Background: an optimization exercise with open tools, aiming at small area. Do not read the settings as production practice. In this exercise RTL edits were held to simulation tests only and were not proved equivalent to the original. Power is estimated from default activity; no workload was simulated.

// tank_game_top
module tank_game_top
#(
    parameter int TICK_CYCLES = 200
) (
    input  wire         clk_100mhz,
    input  wire         rst,
    input  wire         press,
    input  wire         move_btn,
    input  wire         shoot_btn,
    input  wire [1:0]   dir_in,
    input  wire         spawn_valid,
    input  wire [9:0]   spawn_x,
    input  wire [9:0]   spawn_y,
    output logic        running,
    output logic [9:0]  player_x,
    output logic [9:0]  player_y,
    output logic [1:0]  player_dir,
    output logic [$clog2(8 + 1) - 1:0] bullet_count,
    output logic [$clog2(4 + 1) - 1:0] target_count,
    output logic [4*4 - 1:0]          score
);
Size in the first run: roughly 1100 cells after synthesis, about 250 flip-flops, ~12000 µm² of cells after synthesis.
==> flow/config.mk <==
export PLATFORM = sky130hd
export DESIGN_NAME = tank_game_top
export DESIGN_NICKNAME = tank_game_top
export VERILOG_FILES = /design/flow/design.v
export SDC_FILE = /design/flow/constraint.sdc
export NUM_CORES = 4
export LEC_CHECK = 0
export CAP_MARGIN = 20
export CORE_MARGIN = 2
export CORE_UTILIZATION = 40
export SLEW_MARGIN = 20
==> flow/constraint.sdc <==
create_clock -name core_clock -period 10.0 [get_ports {clk_100mhz}]
set_input_delay 2.0000 -clock core_clock [delete_from_list [all_inputs] [get_ports {clk_100mhz}]]
set_output_delay 2.0000 -clock core_clock [all_outputs]
set_load 0.01 [all_outputs]
run.sh (not shown) runs the stock make flow with config.mk's settings and CLKGATE_MAP_FILE= SYNTH_SCRIPT=/design/flow/synth_recipe.tcl, a recipe that flattens the netlist after the stock synthesis.
The starting point went through all stages and came out clean.
==> next run, changes <==
- CTS_BUF_LIST: unset -> sky130_fd_sc_hd__clkbuf_2
The changed run went through all stages and came out clean.
Non-clock buffer count does not change.
Routed wire length climbs by 0.50%.
Final area drops by about 2.5%.
Setup slack is worse by 0.30 ns.
Final cell count climbs by about 3.5%.
Via count climbs by about 2.7%.
Hold slack stays flat.
==> next run, changes <==
- CTS_BUF_LIST: sky130_fd_sc_hd__clkbuf_2 -> sky130_fd_sc_hd__clkbuf_4
Result: Routed wire length rose by 0.55%; design area rose by 2.0%; maximum frequency rose by 3.3%; power rose by 12%; register-to-register slack improved by 0.05 ns; hold slack got worse by 0.022 ns; cell count stays flat; die area is unchanged; flip-flop and latch count stays the same; setup slack improved by 0.20 ns.

* * *

Setup of try-xenon:
tank_game_top, a different RTL version from the one above (not shown whole).
For scale: ~1100 cells after synthesis, roughly 250 flip-flops, roughly 74 I/O pins.
Settings: LEC_CHECK=0, CAP_MARGIN=20, CORE_MARGIN=2, CORE_UTILIZATION=40, CTS_BUF_LIST=sky130_fd_sc_hd__clkbuf_16, CTS_CLUSTER_DIAMETER=80, CTS_CLUSTER_SIZE=30, SLEW_MARGIN=20; clock period 10.0 ns.
standard.sh (not shown) runs the stock make flow with config.mk's settings and CLKGATE_MAP_FILE= SYNTH_SCRIPT=/design/flow/synth_recipe.tcl, a recipe that flattens the netlist after the stock synthesis.
==> flow/flow/run.sh <==
#!/bin/bash
# Layout flow: the standard flow, except that
#  - synthesis maps the logic between the flip-flops with an area-oriented
#    ABC script (flow/area.abc) instead of ORFS's delay-oriented one, and
#    leaves adders to ABC (no full/half-adder cell extraction). Flip-flop
#    mapping and names, flattening and renaming are the standard
#    synthesis's, so the registers are the standard synthesis's;
#  - the clock tree is built with the options in flow/cts_args.
set -euo pipefail
work=$(pwd)

# ORFS scripts with only the ABC script replaced
rm -rf "$work/scripts_area"
cp -r "$FLOW_HOME/scripts" "$work/scripts_area"
cp "$work/flow/area.abc" "$work/scripts_area/abc_speed.script"

# synthesis: standard.sh's make command with the copied scripts
sed 's|^make -C |make SCRIPTS_DIR='"$work"'/scripts_area ADDER_MAP_FILE= -C |' standard.sh > standard_area.sh
grep -q "SCRIPTS_DIR=$work/scripts_area" standard_area.sh
bash standard_area.sh synth > synth.log 2>&1

# the rest of the standard layout, with the clock tree options in flow/cts_args
export CTS_ARGS="$(cat "$work/flow/cts_args")"
bash standard.sh finish > layout.log 2>&1
==> flow/flow/area.abc <==
strash
dch
map -a
mfs2
strash
dch
map -a
mfs2
strash
dch
map -a
topo
stime -c
==> flow/flow/cts_args <==
-sink_clustering_enable -repair_clock_nets -sink_clustering_size 30 -sink_clustering_max_diameter 80 -buf_list sky130_fd_sc_hd__clkbuf_16 -dont_use_dummy_load
Inputs modified between try-xenon and try-onyx:
- changing CORE_UTILIZATION from 40 to 60
==> flow/flow/cts_args <==
-sink_clustering_enable -repair_clock_nets -sink_clustering_size 18 -sink_clustering_max_diameter 80 -buf_list sky130_fd_sc_hd__clkbuf_8 -root_buf sky130_fd_sc_hd__clkbuf_8 -tree_buf sky130_fd_sc_hd__clkbuf_8 -dont_use_dummy_load
Findings:
- Via density per instance: try-onyx > try-xenon
- try-onyx ends up with a worst hold slack that is 0.0047 ns higher than in try-xenon.
- The power per standard cell area reported for try-onyx is smaller than that of try-xenon by about 4.6%.
### try-onyx -> try-quartz
- a change of CORE_UTILIZATION from 60 to 40
==> flow/flow/cts_args <==
-sink_clustering_enable -repair_clock_nets -sink_clustering_size 30 -sink_clustering_max_diameter 80 -buf_list sky130_fd_sc_hd__clkbuf_16 -root_buf sky130_fd_sc_hd__clkbuf_8 -tree_buf sky130_fd_sc_hd__clkbuf_8 -dont_use_dummy_load
## What came out
Part of the power in the clock network in try-quartz vs try-onyx: up 3.6 points. Higher final standard cell area without fillers was reported by try-quartz, not try-onyx. Looking at the reports, try-quartz completed the entire flow and the layout it produced met the timing, DRC and antenna checks. From try-onyx to try-quartz the numbers moved as follows: non-clock buffer instance count of the final layout held; combinational group share of total power went down by 0.4 points; total detailed-routing wirelength went up about 2.5%; cell internal power dissipation rose 5.6%; final hold slack down 0.0046 ns. In try-quartz relative to try-onyx, via count of the routed design had gone down slightly. In the tables for try-quartz and try-onyx, power consumed by the clock network reads lower with try-onyx. Number of multi-input logic gates: try-onyx vs try-quartz identical.
Inputs modified between try-quartz and try-amber:
- CTS_BUF_LIST no longer set, was sky130_fd_sc_hd__clkbuf_16
- CTS_CLUSTER_DIAMETER no longer set, was 80
- CTS_CLUSTER_SIZE no longer set, was 30
- CORE_UTILIZATION now 60, was 40
==> flow/flow/cts_args <==
-sink_clustering_enable -repair_clock_nets -sink_clustering_size 18 -sink_clustering_max_diameter 80 -buf_list sky130_fd_sc_hd__clkbuf_8 -root_buf sky130_fd_sc_hd__clkbuf_8 -tree_buf sky130_fd_sc_hd__clkbuf_8 -dont_use_dummy_load
==> run summary <==
Going from try-quartz to try-amber, average vias per placed instance grows by 0.42.
Sort try-amber and try-quartz by shortest clock period the worst path allows after layout desc -> top: try-amber
When the final numbers for try-amber and try-quartz were put side by side, the arrival time of data at the critical path endpoint turned out to be smaller in try-quartz.
Starting utilization of the core area came out higher on try-amber than on try-quartz.
Relative to try-quartz, the post-layout instance area of try-amber is lower by about 2%.
Looking at try-amber and try-quartz, the fraction of cell area in non-clock buffers is a wash.
Inputs modified between try-amber and try-violet:
- an added CTS_CLUSTER_SIZE of 30
- an added CTS_BUF_LIST of sky130_fd_sc_hd__clkbuf_16
- an added CTS_CLUSTER_DIAMETER of 80
==> flow/flow/cts_args <==
-sink_clustering_enable -repair_clock_nets -sink_clustering_size 10 -sink_clustering_max_diameter 80 -buf_list sky130_fd_sc_hd__clkbuf_4 -root_buf sky130_fd_sc_hd__clkbuf_8 -tree_buf sky130_fd_sc_hd__clkbuf_8 -dont_use_dummy_load
--- outcome ---
Between try-violet and try-amber, the routed wire length per instance does not differ in any meaningful way.
Per the comparison of try-violet with try-amber, combinational logic power flat, fmax fell about 0.56%, synthesized cell count closely matched the old numbers, delay of the slowest critical-path stage went down.
NOTE: count of TritonRoute iterations in the first routing pass in try-violet exceeds that of try-amber
In terms of overall power, try-amber and try-violet differ only marginally.
try-violet against try-amber: final worst setup slack went down 0.031 ns, share of final layout cell area taken by clock buffers and inverters held, proportion of cell area occupied by registers held.
diff inputs: try-violet => try-ember
- CORE_UTILIZATION now 40, was 60
==> flow/flow/cts_args <==
-sink_clustering_enable -repair_clock_nets -sink_clustering_size 36 -sink_clustering_max_diameter 60 -buf_list sky130_fd_sc_hd__clkbuf_16 -root_buf sky130_fd_sc_hd__clkbuf_8 -tree_buf sky130_fd_sc_hd__clkbuf_8 -dont_use_dummy_load
## What came out
Against try-violet, internal power of the cells in try-ember rose by more than 10%. Cmp try-violet and try-ember / clock power share / lower: try-violet. In the floorplan summary, try-ember is listed with a die area greater than that of try-violet. After detailed routing, try-violet needs less wire than try-ember. try-ember vs. try-violet: initial DRC count went down by 108. Compared with try-violet, try-ember shows power per unit of standard cell area higher by 9.4%. In the tables for try-violet and try-ember, final RePlAce weighted congestion reads higher with try-violet.

* * *

Setup of raven:
Another version of the RTL of tank_game_top (not shown whole).
For scale: about 74 I/O pins, about 9600 µm² of cells after synthesis.
clock: 10.0 ns
lec_check: 0
cap_margin: 20
core_margin: 2
core_utilization: 60
slew_margin: 20
==> flow/flow/cts_args <==
-sink_clustering_enable -repair_clock_nets -sink_clustering_size 10 -sink_clustering_max_diameter 80 -buf_list sky130_fd_sc_hd__clkbuf_4 -root_buf sky130_fd_sc_hd__clkbuf_8 -tree_buf sky130_fd_sc_hd__clkbuf_8 -dont_use_dummy_load
Scripts as last shown in full above: flow/flow/run.sh, flow/flow/area.abc
The inputs of pepper differ from those of raven as listed below.
==> flow/flow/cts_args <==
-sink_clustering_enable -repair_clock_nets -sink_clustering_size 18 -sink_clustering_max_diameter 80 -buf_list sky130_fd_sc_hd__clkbuf_8 -root_buf sky130_fd_sc_hd__clkbuf_8 -tree_buf sky130_fd_sc_hd__clkbuf_8 -dont_use_dummy_load
==> run summary <==
- Compared pepper against raven; met1 layer usage reported by global route within noise.
- Delta (pepper minus raven): number of distinct library cells after synthesis held steady, via count normalized by instance count shrank by 0.47%, global-route usage over all layers shrank by 0.22 points, count of clock-buffer cells in the layout shrank by 11, switching fraction of total power shrank by 0.59 points.
- Delta(met2 track utilization from global routing, pepper - raven) < 0
- Reported for pepper and raven, count of hold buffers inserted by post-cts repair turned out identical to the last digit.
- [compare] base=raven new=pepper: worst setup slack neither gained nor lost much; design area was more or less identical.

* * *

tank_game_top, a different RTL version from the one above (not shown whole).
Size: about 1100 cells after synthesis, ~74 I/O pins, about 9700 sq um of cells after synthesis.
Settings: LEC_CHECK=0, CAP_MARGIN=0, CORE_MARGIN=2, CORE_UTILIZATION=60, SLEW_MARGIN=0; clock period 10.0 ns.
==> flow/flow/cts_args <==
-sink_clustering_enable -repair_clock_nets -sink_clustering_size 18 -sink_clustering_max_diameter 80 -buf_list sky130_fd_sc_hd__clkbuf_8 -root_buf sky130_fd_sc_hd__clkbuf_8 -tree_buf sky130_fd_sc_hd__clkbuf_8 -dont_use_dummy_load
Scripts as last shown in full above: flow/flow/run.sh, flow/flow/area.abc
The first run passed the timing, DRC and antenna checks.
Next try:
Settings changed: CAP_MARGIN 0 to 20, SLEW_MARGIN 0 to 20.
Clock power barely changes.
Fmax does not change.
Via count is unchanged.

[port drivers added, routing unchanged]
The flow's constraints put no driver on any port. The routed layouts listed below were extracted and timed again, unchanged, in two steps. Step 1 sets driving cells, clkbuf_16 on the clock port and buf_2 on the other inputs (assumed; they add their load-dependent delay and slew). Step 2 times the ports against the registers' clock, not the clock port: input delays grow and output delays shrink by t, the midpoint of the rising clock arrivals with the driver on. a / b / c = no drivers / after step 1 / after step 2; a / b = the first two.
run | shift t [ns] | slack for setup (ns) | worst data-port slew with drivers (ns) | cell pins on the clock port's net
the first run of note 1 | 0.575 | 4.261 / 4.211 / 4.786 | 0.04 | 1
the second run of note 1 | 0.869 | 3.959 / 3.918 / 4.786 | 0.04 | 1
the third run of note 1 | 0.678 | 4.155 / 4.112 / 4.791 | 0.04 | 1
try-xenon | 0.510 | 4.564 / 4.564 / 4.564 | 0.04 | 1
try-onyx | 0.530 | 4.450 / 4.450 / 4.450 | 0.04 | 1
try-quartz | 0.545 | 4.568 / 4.568 / 4.568 | 0.04 | 1
try-amber | 0.530 | 4.450 / 4.450 / 4.450 | 0.04 | 1
try-violet | 0.558 | 4.418 / 4.418 / 4.418 | 0.04 | 1
try-ember | 0.599 | 4.726 / 4.695 / 4.726 | 0.04 | 1
raven | 0.545 | 3.918 / 3.918 / 3.918 | 0.04 | 1
pepper | 0.519 | 3.920 / 3.920 / 3.920 | 0.04 | 1
the first run of note 4 | 0.545 | 4.861 / 4.819 / 4.902 | 0.04 | 1
the second run of note 4 | 0.545 | 4.861 / 4.819 / 4.902 | 0.04 | 1
After both steps every run listed still meets setup and hold.
